From an optimization exercise on the open Yosys and OpenROAD flow, aimed at small area; shortcuts taken in it are not production practice. The RTL was checked by simulation tests, not by an equivalence proof against the original design.

== run 1 ==
// decodeStage
module decodeStage (
    input  logic                      CLK,
    input  logic                      RESET,
    input  logic                      instrValid,
    input  logic [31:0]               instr,
    input  logic [31:0]               pc,
    input  logic                      writeEnable,
    input  logic [4:0]                writeReg,
    input  logic [31:0]               writeData,
    output logic                      outValid,
    output logic [31:0]               instrOut,
    output logic [31:0]               pcOut,
    output logic [31:0]               operandA,
    output logic [31:0]               operandB,
    output logic [4:0]                writeRegOut,
    output logic                      regWriteOut,
    output logic                      memReadOut,
    output logic                      memWriteOut,
    output logic [31:0]               memWriteData,
    output mipsDecodePkg::aluOp_t     aluOpOut,
    output logic [4:0]                shiftAmount,
    output logic [31:0]               altPc,
    output logic                      requestAltPc,
    output logic                      sys
);
Size in the first run: roughly 3000 cells after synthesis, about 1200 flip-flops, about 320 I/O pins, about 50000 um^2 of cells after synthesis.
Settings: LEC_CHECK=0, CAP_MARGIN=10, CORE_MARGIN=2, CORE_UTILIZATION=60, CTS_BUF_LIST=sky130_fd_sc_hd__clkbuf_16 sky130_fd_sc_hd__clkbuf_8, CTS_CLUSTER_DIAMETER=80, CTS_CLUSTER_SIZE=30, PLACE_DENSITY=0.75, SLEW_MARGIN=10, SYNTH_HIERARCHICAL=1; clock period 5.5 ns.
standard.sh (not shown) runs the stock make flow with config.mk's settings and CLKGATE_MAP_FILE= SYNTH_SCRIPT=/design/flow/synth_recipe.tcl, a recipe that flattens the netlist after the stock synthesis.
==> flow/flow/run.sh <==
#!/bin/bash
# The standard layout, with two changes to how ORFS makes it:
#  - the port buffers are the smallest buffer cell instead of clkdlybuf4s50_1
#  - clock tree synthesis adds no dummy loads to balance the tree; its other
#    arguments are the ones ORFS builds from config.mk's CTS_* settings
set -euo pipefail
export BUFFER_PORTS_ARGS="-buffer_cell sky130_fd_sc_hd__buf_1"
export CTS_ARGS="-sink_clustering_enable -repair_clock_nets -sink_clustering_size 30 -sink_clustering_max_diameter 80 -buf_list {sky130_fd_sc_hd__clkbuf_16 sky130_fd_sc_hd__clkbuf_8} -dont_use_dummy_load"
bash standard.sh > standard_flow.log 2>&1
Changes in run 2 relative to run 1:
==> flow/flow/run.sh <==
#!/bin/bash
# The standard layout, with one change to how ORFS makes it:
#  - the port buffers are the smallest buffer cell instead of clkdlybuf4s50_1
set -euo pipefail
export BUFFER_PORTS_ARGS="-buffer_cell sky130_fd_sc_hd__buf_1"
bash standard.sh > standard_flow.log 2>&1
## What came out
- Run 1 → run 2: number of DRC markers in iteration 0 now sits higher; number of clock-tree buffers in the layout +1; worst hold slack now sits at about the same level; routability congestion estimate essentially unchanged.
- Going from run 1 to run 2, post-synthesis to final-layout area growth grows by 0.65 points.
- Re post-placement cell count: no difference whatsoever between run 1 and run 2.
- Comparing run 1 and run 2, cell area after layout is higher on run 2.
- Run 2 ended up with a higher core utilization than run 1 did.
- On via count of the first global-routing pass, run 1 tracks run 2 almost exactly.


decodeStage again, from the RTL that the note above started with.
==> flow/config.mk <==
export PLATFORM = sky130hd
export DESIGN_NAME = decodeStage
export DESIGN_NICKNAME = decodeStage
export VERILOG_FILES = /design/flow/design.v
export SDC_FILE = /design/flow/constraint.sdc
export NUM_CORES = 4
export LEC_CHECK = 0
export CAP_MARGIN = 0
export CORE_MARGIN = 2
export CORE_UTILIZATION = 40
export CTS_BUF_LIST = sky130_fd_sc_hd__clkbuf_16 sky130_fd_sc_hd__clkbuf_8
export CTS_CLUSTER_DIAMETER = 80
export CTS_CLUSTER_SIZE = 32
export SLEW_MARGIN = 0
export SYNTH_HIERARCHICAL = 1
==> flow/constraint.sdc <==
create_clock -name core_clock -period 5.5 [get_ports {CLK}]
set_input_delay 1.1000 -clock core_clock [delete_from_list [all_inputs] [get_ports {CLK}]]
set_output_delay 1.1000 -clock core_clock [all_outputs]
set_load 0.01 [all_outputs]
run.sh (not shown) runs the stock make flow with config.mk's settings and CLKGATE_MAP_FILE= SYNTH_SCRIPT=/design/flow/synth_recipe.tcl, a recipe that flattens the netlist after the stock synthesis.
Stock flow here: none of the scripts above is used.
Change:
==> flow/flow/run.sh (new file) <==
#!/bin/bash
# The standard layout, with one change to how ORFS makes it:
#  - the port buffers are the smallest buffer cell instead of clkdlybuf4s50_1
set -euo pipefail
export BUFFER_PORTS_ARGS="-buffer_cell sky130_fd_sc_hd__buf_1"
bash standard.sh > standard_flow.log 2>&1
==> flow/standard.sh (new file) <==
#!/bin/bash
# synth_recipe.tcl (not shown) runs the flow's synth.tcl, then flattens the netlist and writes it again
# the make line also repeats each setting of config.mk as NAME=value (left out here)
make -C /OpenROAD-flow-scripts/flow DESIGN_CONFIG=/design/flow/config.mk WORK_HOME=/design/flow/orfs CLKGATE_MAP_FILE= SYNTH_SCRIPT=/design/flow/synth_recipe.tcl "${@:-finish}"
--- a/flow/config.mk
+++ b/flow/config.mk
@@ -8 +8 @@
-export CAP_MARGIN = 0
+export CAP_MARGIN = 10
@@ -10 +10 @@
-export CORE_UTILIZATION = 40
+export CORE_UTILIZATION = 50
@@ -13,2 +13,3 @@
-export CTS_CLUSTER_SIZE = 32
-export SLEW_MARGIN = 0
+export CTS_CLUSTER_SIZE = 30
+export PLACE_DENSITY = 0.65
+export SLEW_MARGIN = 10
removed: flow/run.sh
What happened: The changed run ran to the end with no violations. Synthesized cell count is unchanged. Clock-buffer cell count stays the same. Setup slack gains 400 ps. Worst hold slack is better by 300 ps.

==> port drivers added, routing unchanged <==
No port has a modelled driver above. Below, the same layouts with a new extraction and two added sets of constraints.
Step 1 (the two cells are an assumption about what drives the block):
set clk [get_ports {CLK}]
set_driving_cell -lib_cell sky130_fd_sc_hd__clkbuf_16 $clk
set_driving_cell -lib_cell sky130_fd_sc_hd__buf_2 [delete_from_list [all_inputs] $clk]
Step 2, shift: input delay + t, output delay - t, t = (earliest + latest rising clock arrival at the registers) / 2. This alone moves slack from input paths to output paths.
Three values: no drivers, after step 1, after step 2; two values: the first two.
run | shift t [ns] | slack for setup (ns) | hold WS [ns] | latest minus earliest clock arrival (ns) | worst data-port slew with drivers (ns)
run 1 | 0.719 | 0.591 / 0.575 / -0.143 | 0.483 / 0.443 / 0.497 | 0.063 / 0.063 | 0.13
run 2 | 0.734 | 0.274 / 0.266 / -0.468 | 0.482 / 0.438 / 0.500 | 0.037 / 0.038 | 0.13
the first run of note 2 | 0.777 | 0.364 / 0.415 / -0.362 | 0.141 / 0.119 / 0.493 | 0.057 / 0.056 | 0.17
the second run of note 2 | 0.739 | 0.760 / 0.720 / -0.019 | 0.437 / 0.399 / 0.509 | 0.029 / 0.030 | 0.17
With both steps, setup timing fails in every run listed, where it was met with ideal ports. The setup slack of the second run of note 2, which loses most, moves by -0.040 ns with the drivers and by -0.779 ns with both steps.
